This design comes from an exercise in tuning for small area on the open sky130 flow, not from production work. Only simulation tests tie the RTL to the original design; equivalence was not proved. Power and IR drop assume default switching activity.

<file path="flow/run.sh">
#!/bin/bash
# synth_recipe.tcl (not shown) runs the flow's synth.tcl, then flattens the netlist and writes it again
# the make line also repeats each setting of config.mk as NAME=value (left out here)
make -C /OpenROAD-flow-scripts/flow DESIGN_CONFIG=/design/flow/config.mk WORK_HOME=/design/flow/orfs CLKGATE_MAP_FILE= SYNTH_SCRIPT=/design/flow/synth_recipe.tcl finish
</file>
<file path="flow/config.mk">
export PLATFORM = sky130hd
export DESIGN_NAME = user_logic
export DESIGN_NICKNAME = user_logic
export VERILOG_FILES = /design/flow/design.v
export SDC_FILE = /design/flow/constraint.sdc
export NUM_CORES = 4
export LEC_CHECK = 0
export CAP_MARGIN = 30
export CORE_MARGIN = 2
export CORE_UTILIZATION = 70
export CTS_BUF_LIST = sky130_fd_sc_hd__clkbuf_8
export CTS_CLUSTER_DIAMETER = 50
export CTS_CLUSTER_SIZE = 16
export PLACE_DENSITY = 0.8
export SLEW_MARGIN = 20
</file>
<file path="flow/constraint.sdc">
create_clock -name core_clock -period 10.0 [get_ports {tck}]
set_input_delay 2.0000 -clock core_clock [delete_from_list [all_inputs] [get_ports {tck}]]
set_output_delay 2.0000 -clock core_clock [all_outputs]
set_load 0.01 [all_outputs]
</file>
<file path="flow/design.v">
`timescale 1ns/1ps
`default_nettype none
module user_logic (
    input  wire  tck,
    input  wire  rst_n_i,
    input  wire  test_logic_reset_i,
    input  wire  ir_is_user_i,
    input  wire  capture_dr_i,
    input  wire  shift_dr_i,
    input  wire  update_dr_i,
    input  wire  tdi_i,
    output logic tdo_o
);
    localparam int NE = 128;
    localparam int NN = 64;
    typedef enum logic [3:0] {
        CS_LOAD, CS_CLEAR, CS_BPASS, CS_SRC, CS_SCAN, CS_PULL, CS_WAIT,
        CS_FIN, CS_DONE
    } cstate_e;
    typedef enum logic [2:0] {
        PS_OP, PS_SRC, PS_DST, PS_START, PS_END
    } pstate_e;
    logic [7:0] in_q;
    always_ff @(posedge tck) begin
        if (!rst_n_i || test_logic_reset_i) begin
            in_q <= '0;
        end else if (shift_dr_i && ir_is_user_i) begin
            in_q <= {tdi_i, in_q[7:1]};
        end
    end
    logic upd;
    assign upd = update_dr_i && ir_is_user_i;
    cstate_e    cs_q;
    pstate_e    ps_q;
    logic [5:0] src_q;
    logic [5:0] start_q;
    logic [5:0] end_q;
    logic       ins;
    always_ff @(posedge tck) begin
        if (!rst_n_i) begin
            ps_q    <= PS_OP;
            start_q <= '0;
            end_q   <= '0;
        end else if (upd && cs_q == CS_LOAD) begin
            case (ps_q)
                PS_OP: begin
                    case (in_q)
                        8'h01:   ps_q <= PS_SRC;
                        8'h02:   ps_q <= PS_START;
                        8'h03:   ps_q <= PS_END;
                        default: ps_q <= PS_OP;
                    endcase
                end
                PS_SRC: begin
                    src_q <= in_q[5:0];
                    ps_q  <= PS_DST;
                end
                PS_START: begin
                    start_q <= in_q[5:0];
                    ps_q    <= PS_OP;
                end
                PS_END: begin
                    end_q <= in_q[5:0];
                    ps_q  <= PS_OP;
                end
                default: begin
                    ps_q <= PS_OP;
                end
            endcase
        end
    end
    assign ins = upd && cs_q == CS_LOAD && ps_q == PS_DST;
    logic [11:0] er_q [NE];
    logic [11:0] dl_q [3];
    logic [6:0]  kk_q;
    logic        any_q;
    logic [11:0] coarse;
    logic [11:0] tap;
    logic        kill;
    logic [11:0] e0_out;
    logic [11:0] er_tap [NE/4];
    always_comb begin
        er_tap[0] = e0_out;
        for (int i = 1; i < NE / 4; i++) begin
            er_tap[i] = er_q[4*i];
        end
    end
    assign coarse = er_tap[kk_q[6:2]];
    always_comb begin
        case (kk_q[1:0])
            2'd0:    tap = coarse;
            2'd1:    tap = dl_q[0];
            2'd2:    tap = dl_q[1];
            default: tap = dl_q[2];
        endcase
    end
    logic [5:0] e_src;
    logic [5:0] e_dst;
    logic       e_vld;
    assign e_src = er_q[0][11:6];
    assign e_dst = er_q[0][5:0];
    assign e_vld = any_q && e_src != e_dst;
    assign e0_out = kill ? {e_dst, e_dst} : er_q[0];
    always_ff @(posedge tck) begin
        dl_q[0] <= coarse;
        dl_q[1] <= dl_q[0];
        dl_q[2] <= dl_q[1];
        er_q[0] <= ins ? {src_q, in_q[5:0]} : tap;
        er_q[1] <= e0_out;
        for (int i = 2; i < NE; i++) begin
            er_q[i] <= er_q[i-1];
        end
    end
    always_ff @(posedge tck) begin
        if (!rst_n_i) begin
            kk_q  <= '0;
            any_q <= 1'b0;
        end else if (ins) begin
            any_q <= 1'b1;
            if (any_q) begin
                kk_q <= kk_q + 1'b1;
            end
        end
    end
    logic [16:0] nr_q [NN];
    logic [5:0]  p_q;
    logic [5:0]  d_pos;
    logic        d_src;
    logic [5:0]  t_node;
    logic [5:0]  t_pos;
    logic        t_hit;
    logic [15:0] t_val;
    assign d_pos = p_q + ~e_src;
    assign d_src = nr_q[d_pos][16];
    logic [5:0]  src_r_q;
    assign t_node = (cs_q == CS_FIN) ? end_q : src_r_q;
    assign t_pos  = p_q + ~t_node;
    assign t_hit  = &t_pos[3:0];
    assign t_val  = nr_q[{t_pos[5:4], 4'hF}][15:0];
    logic [15:0] acc_q;
    logic [5:0]  tgt_q;
    logic [6:0]  cw_q;
    logic [6:0]  sc_q;
    logic        busy_q;
    logic        wr;
    logic        wr_src;
    logic        clr;
    logic        bclr;
    logic [63:0] hit;
    logic        bset;
    logic [5:0]  bpos;
    logic        ready_tail;
    logic        pass_end;
    logic        in_edge;
    logic        grab;
    logic        skip;
    logic        take;
    assign ready_tail = !nr_q[NN-1][16] && !nr_q[NN-1][0];
    assign wr       = cs_q == CS_WAIT && p_q == tgt_q;
    assign wr_src   = cs_q == CS_SRC && ready_tail;
    assign clr      = cs_q == CS_CLEAR;
    assign pass_end = cw_q == kk_q;
    assign bclr = (cs_q == CS_BPASS && cw_q == '0) ||
                  (cs_q == CS_SCAN && ready_tail);
    assign bset = (cs_q == CS_BPASS || cs_q == CS_PULL) && e_vld &&
                  !d_src && !(cs_q == CS_PULL && e_src == tgt_q);
    assign bpos = p_q + ~e_dst;
    assign hit  = bset ? (64'd1 << bpos) : 64'd0;
    assign in_edge = cs_q == CS_PULL && e_vld && e_dst == tgt_q;
    assign grab    = in_edge && !busy_q;
    assign skip    = in_edge && busy_q;
    assign kill    = grab;
    assign take    = busy_q && t_hit;
    always_ff @(posedge tck) begin
        if (wr) begin
            nr_q[0] <= {1'b1, acc_q};
        end else if (wr_src) begin
            nr_q[0] <= {1'b1, 15'd0, p_q == start_q};
        end else begin
            nr_q[0] <= {nr_q[NN-1][16] && !clr, nr_q[NN-1][15:1],
                        (nr_q[NN-1][0] && !clr && (nr_q[NN-1][16] || !bclr)) ||
                        hit[NN-1]};
        end
        for (int i = 1; i < NN; i++) begin
            nr_q[i] <= {nr_q[i-1][16:1],
                        (nr_q[i-1][0] && (nr_q[i-1][16] || !bclr)) || hit[i-1]};
        end
    end
    logic srcd_q;
    always_ff @(posedge tck) begin
        if (!rst_n_i) begin
            cs_q <= CS_LOAD;
            p_q  <= '0;
        end else begin
            p_q <= p_q + 1'b1;
            case (cs_q)
                CS_LOAD: begin
                    if (upd && ps_q == PS_OP && in_q == 8'h04) begin
                        cs_q <= CS_CLEAR;
                    end
                end
                CS_CLEAR: begin
                    if (sc_q[5:0] == 6'd63) begin
                        cs_q <= CS_BPASS;
                    end
                end
                CS_BPASS: begin
                    if (pass_end) begin
                        cs_q <= srcd_q ? CS_SCAN : CS_SRC;
                    end
                end
                CS_SRC: begin
                    if (sc_q[5:0] == 6'd63) begin
                        cs_q <= CS_BPASS;
                    end
                end
                CS_SCAN: begin
                    if (ready_tail) begin
                        cs_q <= CS_PULL;
                    end else if (sc_q[5:0] == 6'd63) begin
                        cs_q <= CS_FIN;
                    end
                end
                CS_PULL: begin
                    if (pass_end && !in_edge && (!busy_q || take)) begin
                        cs_q <= CS_WAIT;
                    end
                end
                CS_WAIT: begin
                    if (wr) begin
                        cs_q <= CS_SCAN;
                    end
                end
                CS_FIN: begin
                    if (t_hit) begin
                        cs_q <= CS_DONE;
                    end
                end
                default: begin
                    cs_q <= CS_DONE;
                end
            endcase
        end
    end
    always_ff @(posedge tck) begin
        case (cs_q)
            CS_LOAD: begin
                sc_q   <= '0;
                srcd_q <= 1'b0;
            end
            CS_CLEAR, CS_SRC: begin
                sc_q <= sc_q + 1'b1;
                cw_q <= '0;
                if (cs_q == CS_SRC && sc_q[5:0] == 6'd63) begin
                    srcd_q <= 1'b1;
                end
            end
            CS_BPASS: begin
                cw_q <= cw_q + 1'b1;
                sc_q <= '0;
            end
            CS_SCAN: begin
                cw_q   <= '0;
                busy_q <= 1'b0;
                sc_q   <= sc_q + 1'b1;
                if (ready_tail) begin
                    tgt_q <= p_q;
                    acc_q <= 16'(p_q == start_q);
                end
            end
            CS_PULL: begin
                if (skip) begin
                    cw_q <= '0;
                end else if (!pass_end) begin
                    cw_q <= cw_q + 1'b1;
                end
                if (grab) begin
                    src_r_q <= e_src;
                end
                if (take) begin
                    acc_q <= acc_q + t_val;
                end
                busy_q <= grab || (busy_q && !take);
                sc_q   <= '0;
            end
            CS_FIN: begin
                acc_q <= t_val;
            end
            default: ;
        endcase
    end
    logic [4:0] pos_q;
    logic       cap_q;
    always_ff @(posedge tck) begin
        if (!rst_n_i || test_logic_reset_i) begin
            pos_q <= 5'd17;
            cap_q <= 1'b0;
            tdo_o <= 1'b0;
        end else if (ir_is_user_i && capture_dr_i) begin
            pos_q <= '0;
            cap_q <= cs_q == CS_DONE;
            tdo_o <= cs_q == CS_DONE;
        end else if (ir_is_user_i && shift_dr_i && pos_q != 5'd17) begin
            pos_q <= pos_q + 1'b1;
            tdo_o <= cap_q && !pos_q[4] && acc_q[pos_q[3:0]];
        end
    end
endmodule
`default_nettype wire
</file>
==> results_dict.tcl, run 1 <==
set metrics [dict create \
    yosys.area_share.adder 0.00964 \
    cp_slowest_cell "dfxtp_1" \
    synth_edf_count 49 \
    critPathLaunchType "register" \
    ioPinCount 9 \
    ys_seq_elements 2721 \
    required_ns 10.60 \
    status "no timing/DRC/antenna violations" \
    cp_cell_sequence "and2b_1 -> and3_1 -> buf_4 -> mux2i_1 -> ha_1 -> fa_1 -> a21oi_1 -> nor2_1 -> nor2_1 -> xor2_4 -> mux4_2 -> ha_1 -> inv_1 -> fa_1 -> nor2b_1 -> o21ai_0 -> a21boi_0 -> o21a_1 -> o41ai_1 -> o21bai_1 -> o41ai_1 -> xor2_1 -> o21ai_0" \
    grt_max_degree 65 \
    synthCells 4091 \
    slew_violations 0 \
    setup_viol 0 \
    start_util 0.709 \
    async_flop_share 0 \
    die_height_um 307 \
    hold_viol 0 \
    drt_wl_total_mm 120 \
    critPathMaxFanout 22 \
    holdBufCountCts 0 \
    grt_overflow 0 \
    r2r_slack_ns 3.41 \
    power.density_nw_per_um2 246 \
    ys_seq_area_frac 0.858 \
    finalClockSkew_ns 0.0487 \
    synthesis.nets 4146 \
    vias 29800 \
    period_share 0.659 \
    cts_buffer_depth 3 \
    drv_cap 0 \
    synth_compound_area_frac 0.0577 \
    synth_top_cell_area_share 0.835 \
    peakVddDrop_mv 0.251 \
    yosys.area.top_type "dfxtp_1" \
    first_iter_violations 2302 \
    port_buffers 8 \
    fmax_mhz 152 \
    synth_top_family_by_area "compound AO/OA/AOI/OAI gates" \
    antenna_found_initial 11 \
    grt_pass1_wl_mm 179 \
    fp-row-count 110 \
    fin_area_um2 68800 \
    cellLeakagePower_nw 27.3 \
    cts_inserted_buffers 193 \
    slew_headroom 0.254 \
    hold_path_end "er_q[92][1]$_DFF_P_" \
    cts.clk_slew.worst_paths_ns 0.10 \
    grt_setup_unrepaired "false" \
    min-delay-start "er_q[91][1]$_DFF_P_" \
    fin_total_pwr_w 0.0169 \
    worst_pin_slew_ns 1.11 \
    drive_gt1_frac 0.0814 \
    hold_depth 0 \
    crit_family "compound AO/OA/AOI/OAI gates" \
    synth.area.mux_share 0.0161 \
    drtAntennaViolNets 0 \
    min_period_ns 6.59 \
    arrival_ns 7.18 \
    fin_nets 4293 \
    wl_per_cell_um 21.9 \
    die-area_um2 94000 \
    ctsResizeCount 0 \
    yosys_warnings 5 \
    synth.distinct_cells 77 \
    syn_avg_cell_area_um2 15.7 \
    setup.worst_path.end_class "register" \
    cts_tree "done" \
    max_stage_delay_ns 0.66 \
    grt_usage 0.256 \
    synthSimpleGateAreaFrac 0.0366 \
    h-tree-depth 4 \
    vias_per_cell 5.45 \
    ys.flop_type "dfxtp_1" \
    worst-path-buf-inv 2 \
    dr.pass1.iters 6 \
    gp_congestion 0.853 \
    clk_latency_ns 0.91 \
    r2r_start "cs_q[2]$_SDFFE_PN0P_" \
    nFillCells 4830 \
    dp_cells 5217 \
    hpwlAfterDp_mm 76.1 \
    setup_tns_ns 0 \
    regToRegEndpoint "acc_q[12]$_DFFE_PP_" \
    cts_root_buf "clkbuf_8" \
    hold_class "reg2reg" \
    drc 0 \
    crit_type "reg2reg" \
    clock_sinks 2721 \
    netlist_area_um2 64100 \
    core_area_um2 90400 \
    cts_setup_buffers 0 \
    area_growth_pct 7.34 \
    reg2reg_depth 23 \
    final_cells 5461 \
    die_x_um 307 \
    dpl_cell_area_um2 65700 \
    yosys-top-cells-area "dfxtp_1 (83%), edfxtp_1 (2.3%), a22oi_1 (1.9%)" \
    grt_pass1_vias 30200 \
    synth_xor_area_frac 0.0130 \
]
-- worst max-delay path by stage --
stage,from,cells past startpoint,endpoint
detailed placement,cs_q[2]$_SDFFE_PN0P_,23,acc_q[12]$_DFFE_PP_
global route,cs_q[2]$_SDFFE_PN0P_,23,acc_q[12]$_DFFE_PP_
finish,cs_q[2]$_SDFFE_PN0P_,23,acc_q[12]$_DFFE_PP_
CTS,cs_q[2]$_SDFFE_PN0P_,23,acc_q[12]$_DFFE_PP_
floorplan,cs_q[2]$_SDFFE_PN0P_,24,acc_q[12]$_DFFE_PP_
global placement,cs_q[2]$_SDFFE_PN0P_,23,acc_q[12]$_DFFE_PP_
-- synth_stat cells, types with 5 or more instances --
cell,n
edfxtp_1,49
xnor2_1,46
o21ai_0,122
o41ai_1,31
nor2b_1,33
mux2_2,9
a21o_1,9
inv_1,36
a222oi_1,9
a31oi_1,8
buf_1,7
nand4_1,31
a211oi_1,8
nand3b_1,6
ha_1,43
buf_2,12
nand2_1,158
or2_2,5
a21oi_1,62
and3_1,10
nand2b_1,6
xor2_1,49
buf_6,5
nand3_1,38
nor2_1,109
a22o_1,22
o31ai_1,26
mux2i_1,32
a22oi_1,165
o211ai_1,5
nor3_1,24
dfxtp_1,2672
a221oi_1,7
mux4_2,27
nor3b_1,5
clkbuf_1,86
and2_1,20
nor4_1,16
a221o_1,8
o21bai_1,5
-- layout by cell type, fill, tap and decap left out, types with 45 or more instances in the layout --
| cell | netlist | final |
|---|---|---|
| a21oi_1 | 62 | 62 |
| a22oi_1 | 165 | 165 |
| buf_4 | 0 | 47 |
| clkbuf_8 | 0 | 196 |
| dfxtp_1 | 2672 | 2672 |
| edfxtp_1 | 49 | 49 |
| inv_1 | 36 | 46 |
| nand2_1 | 158 | 158 |
| nor2_1 | 109 | 100 |
| o21ai_0 | 122 | 122 |
| xnor2_1 | 46 | 45 |
| xor2_1 | 49 | 48 |
-- report_power, final --
part / internal, W / switching, W / leakage, nW / total, W
Combinational: 0.000154 / 0.000291 / 3.36 / 0.000445
Clock: 0.00187 / 0.00317 / 1.63 / 0.00505
Sequential: 0.0113 / 0.000181 / 22.3 / 0.0114
Total: 0.0133 / 0.00364 / 27.3 / 0.0169
-- stage by stage --
stage               utilization  setup slack [ns]  hold slack [ns]
global placement          0.725              3.34            0.310
CTS                       0.760              3.12            0.305
finish                    0.761              3.41            0.299
floorplan                     -              3.84            0.310
detailed placement        0.726              3.18            0.312
global route              0.761              2.95            0.310
-- worst register-to-register path: stages, from the launching register on --
cell and delay, ns:
dfxtp_1 0.66, and2b_1 0.27, and3_1 0.17, buf_4 0.32, mux2i_1 0.13, ha_1 0.23, fa_1 0.44, a21oi_1 0.15
nor2_1 0.05, nor2_1 0.26, xor2_4 0.49, mux4_2 0.60, ha_1 0.21, inv_1 0.07, fa_1 0.22, nor2b_1 0.06
o21ai_0 0.22, a21boi_0 0.13, o21a_1 0.20, o41ai_1 0.60, o21bai_1 0.21, o41ai_1 0.33, xor2_1 0.19, o21ai_0 0.10
-- area by class of cell --
class,instances,area [um^2],area share
tap,1176,1470,0.0214
multi-input combinational,1224,8610,0.125
clock buffer,196,2700,0.0392
clock inverter,37,388,0.00564
antenna,9,22.5,0.000327
sequential,2721,55000,0.799
inverter,36,135,0.00196
timing repair buffer,62,513,0.00746
-- sequential cells by signal, indices dropped and copies added, names as in the netlist, 3 cells and up --
signal / count
pos_q: 5
ps_q: 3
kk_q: 7
sc_q: 6
er_q: 1500
p_q: 6
src_r_q: 6
tgt_q: 6
cw_q: 7
cs_q: 4
src_q: 6
nr_q: 1088
acc_q: 16
dl_q: 36
start_q: 6
end_q: 6
in_q: 8
-- logic make-up after synthesis --
group,count (synthesis)
flops,2721
mux,68
buf+inv,146
simple gates,483
xor+xnor,95
fa+ha+maj,47
compound gates,531
-- metal layers --
layer / wire length, um / global-route usage
met4: 3870 / 0.0960
met2: 53300 / 0.393
met5: 0 / 0
met1: 54200 / 0.364
met3: 8350 / 0.0531
==> run 2: changes to the inputs <==
==> flow/flow/run.sh (new file) <==
#!/bin/bash
# The standard layout, with one change: the clock tree is built without
# dummy loads (same buffer list and sink clustering as config.mk asks for).
set -euo pipefail
CTS="-sink_clustering_enable -repair_clock_nets -dont_use_dummy_load"
CTS="$CTS -sink_clustering_size 16 -sink_clustering_max_diameter 50"
CTS="$CTS -buf_list sky130_fd_sc_hd__clkbuf_8"
bash standard.sh "CTS_ARGS=$CTS" finish > standard_flow.log 2>&1
==> flow/standard.sh (new file) <==
#!/bin/bash
# synth_recipe.tcl (not shown) runs the flow's synth.tcl, then flattens the netlist and writes it again
# the make line also repeats each setting of config.mk as NAME=value (left out here)
make -C /OpenROAD-flow-scripts/flow DESIGN_CONFIG=/design/flow/config.mk WORK_HOME=/design/flow/orfs CLKGATE_MAP_FILE= SYNTH_SCRIPT=/design/flow/synth_recipe.tcl "${@:-finish}"
removed: flow/run.sh
==> run 2 against run 1 <==
Effect of this change: via count down 0.55%; flip-flop and latch count unchanged; clock-buffer cell count down 3; non-clock buffer count unchanged; utilization down 0.46 points; largest power group unchanged; highest routed layer is now met5.
==> results_dict.tcl, run 2 <==
set metrics [dict create \
    crit_family "compound AO/OA/AOI/OAI gates" \
    status "no timing/DRC/antenna violations" \
    holdBufCountCts 0 \
    synth_top_cell_area_share 0.835 \
    largest_reg_flops 1500 \
    vias 29600 \
    peakVddDrop_mv 0.230 \
    grt_max_degree 65 \
    yosysMostFrequentCell "dfxtp_1" \
    gp_congestion 0.853 \
    power.density_nw_per_um2 243 \
    yosys.area.top_type "dfxtp_1" \
    cp_cell_sequence "and2b_1 -> and3_1 -> buf_4 -> mux2i_1 -> ha_1 -> fa_1 -> a21oi_1 -> nor2_1 -> nor2_1 -> xor2_4 -> mux4_2 -> ha_1 -> inv_1 -> fa_1 -> nor2b_1 -> o21ai_0 -> a21boi_0 -> o21a_1 -> o41ai_1 -> o21bai_1 -> o41ai_1 -> xor2_1 -> o21ai_0" \
    slew_violations 0 \
    grt_setup_unrepaired "false" \
    period_share 0.656 \
    yosys_warnings 5 \
    area_growth_pct 6.69 \
    clkPwrFrac 0.285 \
    drive_gt1_frac 0.0751 \
    clock_sinks 2721 \
    required_ns 10.53 \
    r2r_slack_ns 3.44 \
    drc 0 \
    drt_wl_total_mm 119 \
    ctsResizeCount 0 \
    fmax_mhz 152 \
    r2r_start "cs_q[2]$_SDFFE_PN0P_" \
    crit_type "reg2reg" \
    max_stage_delay_ns 0.64 \
    first_iter_violations 2309 \
    hold_path_end "er_q[31][3]$_DFF_P_" \
    cts_tree "done" \
    synth_edf_count 49 \
    min_period_ns 6.56 \
    start_util 0.709 \
    netlist_area_um2 64100 \
    port_buffers 8 \
    dp_slack_ns 3.18 \
    ioPinCount 9 \
    dr.pass1.iters 5 \
    fin_nets 4293 \
    synthesis.nets 4146 \
    worst_pin_slew_ns 1.11 \
    seqPwrFrac 0.689 \
    cts_buffer_depth 3 \
    critPathLaunchType "register" \
    die-area_um2 94000 \
    layout_commonest_cell "dfxtp_1" \
    ys.flop_type "dfxtp_1" \
    fp-row-count 110 \
    fin_total_pwr_w 0.0166 \
    min-delay-start "er_q[30][3]$_DFF_P_" \
    die_height_um 307 \
    finalClockSkew_ns 0.114 \
    yosys-top-cells-area "dfxtp_1 (83%), edfxtp_1 (2.3%), a22oi_1 (1.9%)" \
    ys_seq_area_frac 0.858 \
    busiest_layer "met2" \
    setup_ws_ns 3.44 \
    die_x_um 307 \
    grt_use_met3 0.0578 \
    synthCells 4091 \
    hold_class "reg2reg" \
    grt_pass1_wl_mm 178 \
    async_flop_share 0 \
    synth.distinct_cells 77 \
    switchingPower_w 0.00348 \
    use_met1 0.360 \
    critPathMaxFanout 22 \
    reg2reg_depth 23 \
    synth_common_cells "dfxtp_1 (2672), a22oi_1 (165), nand2_1 (158), o21ai_0 (122), nor2_1 (109)" \
    drv_cap 0 \
    hold_depth 0 \
    worst-path-buf-inv 2 \
    intPower_w 0.0131 \
    antenna_found_initial 13 \
    nFillCells 4932 \
    hold_viol 0 \
    slew_headroom 0.259 \
    core_area_um2 90400 \
    p_comb_frac 0.026 \
    cts_root_buf "clkbuf_8" \
    drtAntennaViolNets 0 \
    h-tree-depth 4 \
    top_regs "er_q x1500, nr_q x1088, dl_q x36" \
    cellLeakagePower_nw 27.0 \
    arrival_ns 7.09 \
    grt_usage 0.254 \
    grt_pass1_vias 29900 \
    hpwlAfterDp_mm 76.1 \
    setup_tns_ns 0 \
    cts_setup_buffers 0 \
    grt_overflow 0 \
    clk_latency_ns 0.92 \
    cp_slowest_cell "dfxtp_1" \
    cts.clk_slew.worst_paths_ns 0.10 \
    regToRegEndpoint "acc_q[12]$_DFFE_PP_" \
    cts_inserted_buffers 193 \
    final_cell_mix "dfxtp_1 (2672), clkbuf_8 (193), a22oi_1 (165), nand2_1 (158), o21ai_0 (122)" \
    setup_viol 0 \
    swShare 0.209 \
    vias_per_cell 5.46 \
    syn_avg_cell_area_um2 15.7 \
    setup.worst_path.end_class "register" \
    wl_per_cell_um 21.9 \
    grtUsageMet2 0.386 \
    ys_seq_elements 2721 \
    top_register "er_q" \
]
==> run 2: cell counts after synthesis <==
Identical to the previous run, type by type.
==> run 2: worst max path at each step <==
stage / from / to / slack [ns] / cells after the start
after detailed placement: cs_q[2]$_SDFFE_PN0P_ / acc_q[12]$_DFFE_PP_ / 3.18 / 23
final: cs_q[2]$_SDFFE_PN0P_ / acc_q[12]$_DFFE_PP_ / 3.44 / 23
after CTS: cs_q[2]$_SDFFE_PN0P_ / acc_q[12]$_DFFE_PP_ / 3.14 / 23
after global routing: cs_q[2]$_SDFFE_PN0P_ / acc_q[12]$_DFFE_PP_ / 2.97 / 23
after floorplan: cs_q[2]$_SDFFE_PN0P_ / acc_q[12]$_DFFE_PP_ / 3.84 / 24
after global placement: cs_q[2]$_SDFFE_PN0P_ / acc_q[12]$_DFFE_PP_ / 3.34 / 23
==> run 2: per-stage QoR <==
stage	util	hold WS (ns)	std cells	cell area (um^2)
after floorplan	-	0.310	4091	64100
after global placement	0.725	0.310	5211	65600
after detailed placement	0.726	0.312	5217	65700
after CTS	0.756	0.273	5410	68300
after global routing	0.756	0.278	5417	68400
final	0.756	0.272	5421	68400
==> run 2: final cells by class <==
class / instances / area (um^2) / area share
antenna: 9 / 22.5 / 0.000329
inverter: 36 / 135 / 0.00198
timing repair buffer: 62 / 526 / 0.00769
clock buffer: 193 / 2660 / 0.0388
multi-input combinational: 1224 / 8610 / 0.126
sequential: 2721 / 55000 / 0.804
tap: 1176 / 1470 / 0.0215
==> run 2: cell families (layout without fill, tap and decap cells) <==
group           count (synthesis)  in the layout  synth area share
compound gates                531            531            0.0577
xor+xnor                       95             95            0.0130
fa+ha+maj                      47             47           0.00964
buf+inv                       146            291           0.00937
flops                        2721           2721             0.858
mux                            68             68            0.0161
other cells                     0              9                 0
simple gates                  483            483            0.0366
==> run 2: power groups by stage <==
stage | registers, W | clock network, W | logic (W)
2_1_floorplan | 0.0116 | 0 | 0.000313
3_3_place_gp | 0.0117 | 0 | 0.000410
3_5_place_dp | 0.0117 | 0 | 0.000424
4_1_cts | 0.0114 | 0.00481 | 0.000430
5_1_grt | 0.0115 | 0.00517 | 0.000477
6_report | 0.0114 | 0.00474 | 0.000440
==> run 2: worst register-to-register path: stages (launching register included) <==
cell,delay (ns)
dfxtp_1,0.64
and2b_1,0.27
and3_1,0.17
buf_4,0.32
mux2i_1,0.13
ha_1,0.23
fa_1,0.44
a21oi_1,0.15
nor2_1,0.06
nor2_1,0.26
xor2_4,0.48
mux4_2,0.60
ha_1,0.21
inv_1,0.07
fa_1,0.21
nor2b_1,0.06
o21ai_0,0.22
a21boi_0,0.13
o21a_1,0.20
o41ai_1,0.61
o21bai_1,0.22
o41ai_1,0.33
xor2_1,0.19
o21ai_0,0.10
==> run 2: per-layer routing <==
layer / wire, um / up-vias / share of wire
li1: - / 13900 / -
met1: 53500 / 14400 / 0.45
met2: 52400 / 1001 / 0.44
met3: 8370 / 295 / 0.071
met4: 4320 / 4 / 0.036
met5: 24 / - / 0.00020
==> run 3: changes to the inputs <==
--- a/flow/design.v
+++ b/flow/design.v
@@ -70,29 +70,28 @@
         end
     end
     assign ins = upd && cs_q == CS_LOAD && ps_q == PS_DST;
-    logic [11:0] er_q [NE];
-    logic [11:0] dl_q [3];
+    logic [11:0] er_q [NE-7];
+    logic [11:0] dl_q [7];
     logic [6:0]  kk_q;
     logic        any_q;
     logic [11:0] coarse;
     logic [11:0] tap;
     logic        kill;
     logic [11:0] e0_out;
-    logic [11:0] er_tap [NE/4];
+    logic [11:0] er_tap [NE/8];
     always_comb begin
         er_tap[0] = e0_out;
-        for (int i = 1; i < NE / 4; i++) begin
-            er_tap[i] = er_q[4*i];
+        for (int i = 1; i < NE / 8; i++) begin
+            er_tap[i] = er_q[8*i];
         end
     end
-    assign coarse = er_tap[kk_q[6:2]];
+    assign coarse = er_tap[kk_q[6:3]];
     always_comb begin
-        case (kk_q[1:0])
-            2'd0:    tap = coarse;
-            2'd1:    tap = dl_q[0];
-            2'd2:    tap = dl_q[1];
-            default: tap = dl_q[2];
-        endcase
+        if (kk_q[2:0] == 3'd0) begin
+            tap = coarse;
+        end else begin
+            tap = dl_q[kk_q[2:0] - 3'd1];
+        end
     end
     logic [5:0] e_src;
     logic [5:0] e_dst;
@@ -103,11 +102,12 @@
     assign e0_out = kill ? {e_dst, e_dst} : er_q[0];
     always_ff @(posedge tck) begin
         dl_q[0] <= coarse;
-        dl_q[1] <= dl_q[0];
-        dl_q[2] <= dl_q[1];
+        for (int i = 1; i < 7; i++) begin
+            dl_q[i] <= dl_q[i-1];
+        end
         er_q[0] <= ins ? {src_q, in_q[5:0]} : tap;
         er_q[1] <= e0_out;
-        for (int i = 2; i < NE; i++) begin
+        for (int i = 2; i < NE - 7; i++) begin
             er_q[i] <= er_q[i-1];
         end
     end
--- a/flow/config.mk
+++ b/flow/config.mk
@@ -7,9 +7,9 @@
 export LEC_CHECK = 0
 export CAP_MARGIN = 30
 export CORE_MARGIN = 2
-export CORE_UTILIZATION = 70
+export CORE_UTILIZATION = 80
 export CTS_BUF_LIST = sky130_fd_sc_hd__clkbuf_8
 export CTS_CLUSTER_DIAMETER = 50
 export CTS_CLUSTER_SIZE = 16
-export PLACE_DENSITY = 0.8
+export PLACE_DENSITY = 0.88
 export SLEW_MARGIN = 20
==> run 3 against run 2 <==
Effect of this change: critical path depth fell by 1; via count fell by 0.13%; sequential power up 4%.
==> results_dict.tcl, run 3 <==
set metrics [dict create \
    slew_violations 0 \
    cts.clk_slew.worst_paths_ns 0.10 \
    hold_path_end "er_q[16][0]$_DFF_P_" \
    setup_viol 0 \
    clock_sinks 2721 \
    min-delay-start "er_q[15][0]$_DFF_P_" \
    final_cell_mix "dfxtp_1 (2672), clkbuf_8 (190), o21ai_0 (133), nand2_1 (121), a22oi_1 (74)" \
    power.density_nw_per_um2 255 \
    ys_seq_area_frac 0.869 \
    period_share 0.689 \
    antenna_found_initial 9 \
    synthCells 3934 \
    grt_overflow 0 \
    setup_tns_ns 0 \
    status "no timing/DRC/antenna violations" \
    cts_tree "done" \
    hold_slack_ns 0.280 \
    drtAntennaViolNets 0 \
    drive_gt1_frac 0.0773 \
    cp_cell_sequence "nand2_1 -> nor2_2 -> buf_4 -> mux2i_1 -> ha_1 -> a21o_1 -> a211oi_1 -> nor2_1 -> nor2_1 -> xnor2_4 -> buf_16 -> mux4_2 -> ha_1 -> nor3_1 -> o211ai_1 -> a31oi_1 -> nor3b_1 -> o31ai_1 -> a31oi_1 -> o21ai_0 -> xnor2_1 -> a22o_1" \
    yosysMostFrequentCell "dfxtp_1" \
    reg2reg_depth 22 \
    drv_cap 0 \
    fin_nets 4133 \
    top_register "er_q" \
    yosys_warnings 5 \
    dp_slack_ns 3.48 \
    worst-path-buf-inv 2 \
    synthesis.nets 3990 \
    grt_pass1_vias 31500 \
    drt_wl_total_mm 131 \
    hold_depth 0 \
    vias_per_cell 5.77 \
    start_util 0.804 \
    synth_edf_count 49 \
    cts_inserted_buffers 190 \
    fin_util 0.856 \
    wl_per_cell_um 25.6 \
    slew_headroom 0.265 \
    first_iter_violations 2806 \
    ioPinCount 9 \
    required_ns 10.61 \
    h-tree-depth 4 \
    grt_max_degree 65 \
    clk_latency_ns 0.87 \
    cp.depth 22 \
    worst_pin_slew_ns 1.09 \
    grt_pass1_wl_mm 196 \
    synth_common_cells "dfxtp_1 (2672), o21ai_0 (133), nand2_1 (121), a22oi_1 (74), nor2_1 (72)" \
    yosys.area.top_type "dfxtp_1" \
    die-area_um2 81300 \
    largest_reg_flops 1452 \
    crit_family "compound AO/OA/AOI/OAI gates" \
    cts_buffer_depth 3 \
    finalClockSkew_ns 0.0734 \
    min_period_ns 6.89 \
    vias 29600 \
    cellLeakagePower_nw 26.5 \
    cts_root_buf "clkbuf_8" \
    setup_ws_ns 3.11 \
    top_regs "er_q x1452, nr_q x1088, dl_q x84" \
    hold_viol 0 \
    fmax_mhz 145 \
    die_x_um 285 \
    syn_avg_cell_area_um2 16.1 \
    ys_seq_elements 2721 \
    cp_slowest_cell "dfxtp_1" \
    dr.pass1.iters 6 \
    synth_top_cell_area_share 0.846 \
    core_area_um2 78600 \
    cts_setup_buffers 0 \
    arrival_ns 7.50 \
    netlist_area_um2 63200 \
    port_buffers 8 \
    drc 0 \
    nFillCells 2907 \
    area_growth_pct 6.44 \
    crit_type "reg2reg" \
    setup.worst_path.end_class "register" \
    yosys-top-cells-area "dfxtp_1 (85%), edfxtp_1 (2.3%), o21ai_0 (1.1%)" \
    regToRegEndpoint "acc_q[15]$_DFFE_PP_" \
    r2r_slack_ns 3.11 \
    layout_commonest_cell "dfxtp_1" \
    synth.distinct_cells 80 \
    grt_setup_unrepaired "false" \
    die_height_um 285 \
    holdBufCountCts 0 \
    grt_usage 0.327 \
    async_flop_share 0 \
    gp_congestion 0.927 \
    hold_class "reg2reg" \
    critPathMaxFanout 23 \
    ctsResizeCount 0 \
    peakVddDrop_mv 0.218 \
    fp-row-count 103 \
    r2r_start "cs_q[2]$_SDFFE_PN0P_" \
    max_stage_delay_ns 0.66 \
    hpwlAfterDp_mm 79.3 \
    ys.flop_type "dfxtp_1" \
    critPathLaunchType "register" \
]
run 3: area by class of cell:
class / count / area [um^2] / area share
multi-input cells: 1091 / 7900 / 0.117
repair buffers: 43 / 402 / 0.00597
flip-flops and latches: 2721 / 55000 / 0.817
clock buffers: 190 / 2620 / 0.0388
diodes: 4 / 10.0 / 0.000149
inverters: 30 / 113 / 0.00167
well taps: 1050 / 1310 / 0.0195
run 3: logic make-up (layout without fill, tap and decap cells):
| group | after synthesis | after routing | share of synthesized area |
|---|---|---|---|
| XOR/XNOR | 89 | 89 | 0.0127 |
| buffers and inverters | 122 | 263 | 0.00780 |
| AND/OR/NAND/NOR | 395 | 395 | 0.0312 |
| other | 0 | 4 | 0 |
| AO/OA/AOI/OAI | 471 | 471 | 0.0502 |
| adder cells (fa/ha/maj) | 48 | 48 | 0.00997 |
| flip-flops | 2721 | 2721 | 0.869 |
| multiplexers | 88 | 88 | 0.0190 |
run 3: where the power goes:
| group | switching [W] | internal, W | total, W | leakage (nW) |
|---|---|---|---|---|
| Clock | 0.00311 | 0.00170 | 0.00481 | 1.37 |
| Sequential | 0.000313 | 0.0115 | 0.0118 | 22.2 |
| Combinational | 0.000388 | 0.000171 | 0.000558 | 2.94 |
run 3: metrics by stage:
step	power [W]	instances	area [um^2]
finish	0.0172	5129	67300
global route	0.0176	5127	67300
CTS	0.0171	5122	67300
detailed placement	0.0125	4932	64600
global placement	0.0124	4924	64500
floorplan	0.0122	3934	63200
run 3: metal layers:
metal  global-route usage  vias to the layer above  share of wire  routed length [um]
met3               0.0620                      489          0.068                9000
met4                0.149                        4          0.048                6260
met1                0.416                    14400           0.39               51400
met5                    0                        -        0.00020                  26
li1                     -                    13200              -                   -
met2                0.552                     1508           0.49               64700
run 3: worst max-delay path by stage:
stage / start / to / slack [ns]
final: cs_q[2]$_SDFFE_PN0P_ / acc_q[15]$_DFFE_PP_ / 3.11
after global routing: cs_q[2]$_SDFFE_PN0P_ / acc_q[15]$_DFFE_PP_ / 2.89
after CTS: cs_q[2]$_SDFFE_PN0P_ / acc_q[15]$_DFFE_PP_ / 3.33
after detailed placement: cs_q[1]$_SDFFE_PN0P_ / acc_q[15]$_DFFE_PP_ / 3.48
after global placement: cs_q[1]$_SDFFE_PN0P_ / acc_q[14]$_DFFE_PP_ / 3.77
after floorplan: cs_q[1]$_SDFFE_PN0P_ / acc_q[15]$_DFFE_PP_ / 4.53
==> run 4: changes to the inputs <==
--- a/flow/config.mk
+++ b/flow/config.mk
@@ -7,9 +7,9 @@
 export LEC_CHECK = 0
 export CAP_MARGIN = 30
 export CORE_MARGIN = 2
-export CORE_UTILIZATION = 80
+export CORE_UTILIZATION = 70
 export CTS_BUF_LIST = sky130_fd_sc_hd__clkbuf_8
 export CTS_CLUSTER_DIAMETER = 50
 export CTS_CLUSTER_SIZE = 16
-export PLACE_DENSITY = 0.88
+export PLACE_DENSITY = 0.8
 export SLEW_MARGIN = 20
==> run 4 against run 3 <==
Effect of this change: combinational power down 8.4%; sequential share of layout area down 0.21 points; total power down 0.91%; final cell count up 2.5%; critical endpoint is now acc_q[12]$_DFFE_PP_.
==> results_dict.tcl, run 4 <==
set metrics [dict create \
    netlist_area_um2 63200 \
    grt_pass1_vias 28500 \
    cp_slowest_cell "dfxtp_1" \
    arrival_ns 7.04 \
    fp-row-count 110 \
    setup_viol 0 \
    die-area_um2 92800 \
    synthCells 3934 \
    synth_edf_count 49 \
    hold_class "reg2reg" \
    cts_buffer_depth 3 \
    critPathMaxFanout 23 \
    top_regs "er_q x1452, nr_q x1088, dl_q x84" \
    final-seq-area_um2 55000 \
    cts.clk_slew.worst_paths_ns 0.10 \
    core_area_um2 89700 \
    setup_ws_ns 3.52 \
    cellLeakagePower_nw 26.5 \
    die_height_um 305 \
    synth_top_cell_area_share 0.846 \
    multi_input_area_um2 7890 \
    vias 27700 \
    cts_tree "done" \
    nFillCells 4959 \
    grt_setup_unrepaired "false" \
    yosys_warnings 5 \
    hpwlAfterDp_mm 66.4 \
    vias_per_cell 5.27 \
    largest_reg_flops 1452 \
    yosysMostFrequentCell "dfxtp_1" \
    fin_nets 4136 \
    ys_seq_area_frac 0.869 \
    dp_slack_ns 3.59 \
    area_growth_pct 6.72 \
    die_x_um 305 \
    cts_setup_buffers 0 \
    synthesis.nets 3990 \
    yosys-top-cells-area "dfxtp_1 (85%), edfxtp_1 (2.3%), o21ai_0 (1.1%)" \
    top_register "er_q" \
    drive_gt1_frac 0.0777 \
    drv_cap 0 \
    holdBufCountCts 0 \
    cts_inserted_buffers 195 \
    final_cell_mix "dfxtp_1 (2672), clkbuf_8 (195), o21ai_0 (133), nand2_1 (121), a22oi_1 (74)" \
    ys.flop_type "dfxtp_1" \
    drtAntennaViolNets 0 \
    setup_tns_ns 0 \
    slew_headroom 0.248 \
    slew_violations 0 \
    async_flop_share 0 \
    ctsResizeCount 0 \
    status "no timing/DRC/antenna violations" \
    synth_common_cells "dfxtp_1 (2672), o21ai_0 (133), nand2_1 (121), a22oi_1 (74), nor2_1 (72)" \
    first_iter_violations 1997 \
    yosys.area.top_type "dfxtp_1" \
    grt_max_degree 65 \
    synth.distinct_cells 80 \
    layout_commonest_cell "dfxtp_1" \
    required_ns 10.56 \
    grt_overflow 0 \
    min_period_ns 6.48 \
    clk_latency_ns 0.90 \
    crit_type "reg2reg" \
    critPathLaunchType "register" \
    ys_seq_elements 2721 \
    max_stage_delay_ns 0.69 \
    clock_sinks 2721 \
    finalClockSkew_ns 0.101 \
    wl_per_cell_um 20.4 \
    r2r_slack_ns 3.52 \
    worst_pin_slew_ns 1.12 \
    syn_avg_cell_area_um2 16.1 \
    dp_cells 5058 \
    h-tree-depth 4 \
    drt_wl_total_mm 107 \
    cp_cell_sequence "nand2_1 -> nor2_2 -> buf_4 -> mux2i_1 -> ha_1 -> a21o_1 -> a211oi_1 -> nor2_1 -> nor2_1 -> xnor2_4 -> buf_8 -> mux4_2 -> ha_1 -> fa_1 -> a21o_1 -> a21oi_1 -> o211ai_1 -> a41oi_1 -> nand2b_1 -> nand2b_1 -> a21oi_1 -> xnor2_1 -> a22o_1" \
    period_share 0.648 \
    drc 0 \
    peakVddDrop_mv 0.215 \
    port_buffers 8 \
    dr.pass1.iters 6 \
    grt_usage 0.234 \
    antenna_found_initial 8 \
    setup.worst_path.end_class "register" \
    grt_pass1_wl_mm 164 \
    final_cells 5258 \
    fmax_mhz 154 \
    hold_viol 0 \
    ioPinCount 9 \
    cts_root_buf "clkbuf_8" \
    start_util 0.705 \
    power.density_nw_per_um2 252 \
    gp_congestion 0.884 \
]
run 4: per-layer routing:
metal,global-route usage,routed length [um],share of wire
met1,0.331,49700,0.46
met2,0.367,49200,0.46
met3,0.0419,5150,0.048
met4,0.0854,3130,0.029
met5,0,8,0.000075
run 4: final timing paths:
kind / start / to / cells after the start
min reg2reg: er_q[93][5]$_DFF_P_ / er_q[94][5]$_DFF_P_ / 0
min: er_q[93][5]$_DFF_P_ / er_q[94][5]$_DFF_P_ / 0
max reg2reg: cs_q[1]$_SDFFE_PN0P_ / acc_q[12]$_DFFE_PP_ / 23
max: cs_q[1]$_SDFFE_PN0P_ / acc_q[12]$_DFFE_PP_ / 23
run 4: layout make-up:
class,instances,share of cell area
well taps,1176,0.0218
multi-input cells,1091,0.117
repair buffers,41,0.00525
inverters,30,0.00167
diodes,4,0.000148
flip-flops and latches,2721,0.814
clock buffers,195,0.0398
run 4: report_power, final:
group / internal [W] / switching, W
Clock: 0.00174 / 0.00302
Sequential: 0.0115 / 0.000258
Combinational: 0.000166 / 0.000345
run 4: critical path: cells and delay by family, from the launching register on:
kind | cells | cell delay (ns)
xor gates and xnor gates | 2 | 0.38
AOI/OAI and AO/OA | 8 | 1.75
muxes | 2 | 0.86
DFF | 1 | 0.69
buffers and inverters | 2 | 0.57
adders and majority gates | 3 | 0.97
and+or+nand+nor | 6 | 0.99
run 4: stage by stage:
step / area (um^2) / hold WS [ns] / util / power (W)
after detailed placement: 64800 / 0.312 / 0.722 / 0.0125
final: 67500 / 0.265 / 0.752 / 0.0170
after global routing: 67500 / 0.268 / 0.752 / 0.0176
after CTS: 67500 / 0.253 / 0.752 / 0.0171
after floorplan: 63200 / 0.310 / - / 0.0122
after global placement: 64700 / 0.310 / 0.721 / 0.0124
run 4: cells by family (layout without fill, tap and decap cells):
kind of cell / after synthesis / after routing / synth area share
flip-flops: 2721 / 2721 / 0.869
AO/OA/AOI/OAI: 471 / 471 / 0.0502
AND/OR/NAND/NOR: 395 / 395 / 0.0312
buffers and inverters: 122 / 266 / 0.00780
XOR/XNOR: 89 / 89 / 0.0127
multiplexers: 88 / 88 / 0.0190
adder cells (fa/ha/maj): 48 / 48 / 0.00997
other: 0 / 4 / 0

-- re-timing with driven ports --
No port has a modelled driver above. Below, the same layouts with a new extraction and two added sets of constraints.
Step 1, drivers: a clkbuf_16 drives tck and a buf_2 each remaining input, both assumed.
Step 2 adds t to the input delays and takes it off the output delays; t is the mean of the earliest and latest rising clock arrival at the registers after step 1. Input paths then give back, and output paths get back, about the clock's delay inside the block.
Three values: ideal ports, drivers, drivers and shift; two values: the first two.
run	t, ns	setup slack, ns	hold WS [ns]	latest minus earliest clock arrival (ns)	cell pins on the clock port's net
run 1	0.959	3.413 / 3.413 / 3.413	0.299 / 0.299 / 0.299	0.051 / 0.051	1
run 2	0.929	3.439 / 3.439 / 3.439	0.272 / 0.272 / 0.272	0.120 / 0.120	1
run 3	0.907	3.107 / 3.107 / 3.107	0.280 / 0.280 / 0.280	0.089 / 0.089	1
run 4	0.901	3.519 / 3.519 / 3.519	0.265 / 0.265 / 0.265	0.121 / 0.121	1
After both steps every run listed still meets setup and hold.
